This design comes from an exercise in tuning for small area, a short achievable clock period and few clock cycles per item on the open sky130 flow, not from production work.
Only simulation tests tie the RTL to the original design; equivalence was not proved.

## lms_two_input_neuron_trainer
module lms_two_input_neuron_trainer
(
  input  logic         clk,
  input  logic         rst,
  input  logic         sample_valid,
  output logic         sample_ready,
  input  logic [49:0]  sample,
  output logic         result_valid,
  input  logic         result_ready,
  output logic [104:0] result,
  input  logic         cfg_write,
  input  logic [1:0]   cfg_index,
  input  logic [23:0]  cfg_data
);
Size: roughly 4500 cells after synthesis, about 190 I/O pins, about 34000 sq um of cells after synthesis.
Settings: LEC_CHECK=0, ABC_AREA=1, CAP_MARGIN=5, CORE_MARGIN=2, CORE_UTILIZATION=60, SLEW_MARGIN=5; clock period 7.5 ns.
run.sh (not shown) runs the stock make flow with config.mk's settings and CLKGATE_MAP_FILE= SYNTH_SCRIPT=/design/flow/synth_recipe.tcl, a recipe that flattens the netlist after the stock synthesis.
Testbench counts at the start, summed over its fixed seeds: cycles 13,626, items 3,200.
==> next run, changes <==
--- a/flow/design.v
+++ b/flow/design.v
@@ -758,38 +758,40 @@
   logic [15:0] y_nx;
   logic        neg_nx;
   always_comb begin
     y_nx   = x2;
     neg_nx = 1'b0;
     if (take) begin
       y_nx = sample[47:32];
+    end else if (p2) begin
+      y_nx = {1'b0, rate[15:1]};
     end else if (p3) begin
       y_nx   = x1;
       neg_nx = 1'b1;
     end else if (p4) begin
       neg_nx = 1'b1;
     end
   end
   always_ff @(posedge clk) begin
     if (take || (p1 && slot_free) || p2 || p3 || p4) begin
-      code_r <= (p2 && trn_q) ? benc(eclip[16:1]) : (benc(y_nx) ^ {{8{neg_nx}}, 16'h0000});
+      code_r <= benc(y_nx) ^ {{8{neg_nx}}, 16'h0000};
     end
     if (take) begin
       x1     <= sample[47:32];
       x2     <= sample[31:16];
       tgt    <= sample[15:0];
       trn_q  <= (op == 2'd1);
       m_r    <= {{8{w1_nx[23]}}, w1_nx};
       a_r    <= {{8{b1[24]}}, b1, 8'h00};
     end else if (p1 && slot_free) begin
       m_r    <= {{8{w2[23]}}, w2};
       a_r    <= p[40:0];
     end else if (p2) begin
-      m_r    <= {16'h0000, rate};
-      a_r    <= {26'd0, eclip[16], 14'd0};
+      m_r    <= {{15{eclip[16]}}, eclip[16:1], 1'b0};
+      a_r    <= rate[0] ? {{25{eclip[16]}}, eclip[16:1]} : '0;
     end else if (p3) begin
       m_r    <= p[31:0];
       a_r    <= {{2{w1[23]}}, w1, ~x1[15], 14'h3fff};
     end else if (p4) begin
       a_r    <= {{2{w2[23]}}, w2, ~x2[15], 14'h3fff};
     end
     if (rfin) begin
The changed run completed without violations.
Synthesized cell count is lower by 1.2%.
Maximum frequency climbs by 1.5%.
Global-route usage hardly moves.
Via count drops by 2.2%.
Sequential share of layout area rises by 0.28 points.
Area after synthesis shrinks by 0.37%.
Die area shrinks by 0.36%.
Final cell count came out lower by 2.0%.
Testbench counts after the change, summed over its fixed seeds: cycles 13,626, items 3,200.


Setup of oak:
RTL: one of the versions met above, not the one the previous note started from.
## lms_two_input_neuron_trainer
module lms_two_input_neuron_trainer
(
  input  logic         clk,
  input  logic         rst,
  input  logic         sample_valid,
  output logic         sample_ready,
  input  logic [49:0]  sample,
  output logic         result_valid,
  input  logic         result_ready,
  output logic [104:0] result,
  input  logic         cfg_write,
  input  logic [1:0]   cfg_index,
  input  logic [23:0]  cfg_data
);
Settings: LEC_CHECK=0, ABC_AREA=1, CAP_MARGIN=5, CORE_MARGIN=2, CORE_UTILIZATION=60, SETUP_SLACK_MARGIN=0.4, SLEW_MARGIN=5; clock period 7.5 ns.
Testbench counts of oak, summed over its fixed seeds: cycles 13,626, items 3,200.
For pine, these inputs were changed with respect to oak:
diff --git a/flow/design.v b/flow/design.v
--- a/flow/design.v
+++ b/flow/design.v
@@ -756,44 +756,42 @@
     end
   end
   logic [15:0] y_nx;
   logic        neg_nx;
   always_comb begin
     y_nx   = x2;
     neg_nx = 1'b0;
     if (take) begin
       y_nx = sample[47:32];
-    end else if (p2) begin
-      y_nx = {1'b0, rate[15:1]};
     end else if (p3) begin
       y_nx   = x1;
       neg_nx = 1'b1;
     end else if (p4) begin
       neg_nx = 1'b1;
     end
   end
   always_ff @(posedge clk) begin
     if (take || (p1 && slot_free) || p2 || p3 || p4) begin
-      code_r <= benc(y_nx) ^ {{8{neg_nx}}, 16'h0000};
+      code_r <= (p2 && trn_q) ? benc(eclip[16:1]) : (benc(y_nx) ^ {{8{neg_nx}}, 16'h0000});
     end
     if (take) begin
       x1     <= sample[47:32];
       x2     <= sample[31:16];
       tgt    <= sample[15:0];
       trn_q  <= (op == 2'd1);
       m_r    <= {{8{w1_nx[23]}}, w1_nx};
       a_r    <= {{8{b1[24]}}, b1, 8'h00};
     end else if (p1 && slot_free) begin
       m_r    <= {{8{w2[23]}}, w2};
       a_r    <= p[40:0];
     end else if (p2) begin
-      m_r    <= {{15{eclip[16]}}, eclip[16:1], 1'b0};
-      a_r    <= rate[0] ? {{25{eclip[16]}}, eclip[16:1]} : '0;
+      m_r    <= {16'h0000, rate};
+      a_r    <= {26'd0, eclip[16], 14'd0};
     end else if (p3) begin
       m_r    <= p[31:0];
       a_r    <= {{2{w1[23]}}, w1, ~x1[15], 14'h3fff};
     end else if (p4) begin
       a_r    <= {{2{w2[23]}}, w2, ~x2[15], 14'h3fff};
     end
     if (rfin) begin
       pred_q <= '0;
       err_q  <= '0;
- Compared with oak, pine shows number of vias in the routed layout higher by 1021.
- Diff oak and pine: utilization after layout lower in oak
- Summary of pine over oak: maximum clock rate has decreased, distinct cell type count of the synthesized netlist has increased, hold slack has increased, transition time at the pin with the least slew margin has decreased, post-detailed-routing wire length has increased.
Testbench counts of pine, summed over its fixed seeds: cycles 13,626, items 3,200.

==> what the ideal ports hide <==
The flow's constraints put no driver on any port. The routed layouts listed below were extracted and timed again, unchanged, in two steps. Step 1 (the two cells are an assumption about what drives the block):
set clk [get_ports {clk}]
set_driving_cell -lib_cell sky130_fd_sc_hd__clkbuf_16 $clk
set_driving_cell -lib_cell sky130_fd_sc_hd__buf_2 [delete_from_list [all_inputs] $clk]
Step 2 also shifts input and output timing later by t, the mid clock arrival at the registers, as if the neighbouring blocks saw the same clock. a / b / c = ideal ports / drivers / drivers and shift; a / b = the first two.
run	t, ns	setup slack, ns	slew at the worst register clock pin (ns)
the first run of note 1	0.641	0.121 / 0.121 / 0.121	0.07 / 0.07
the second run of note 1	0.651	0.228 / 0.228 / 0.228	0.07 / 0.07
oak	0.656	0.485 / 0.485 / 0.485	0.07 / 0.07
pine	0.645	0.421 / 0.421 / 0.421	0.07 / 0.07
After both steps setup and hold are still met in every run listed.
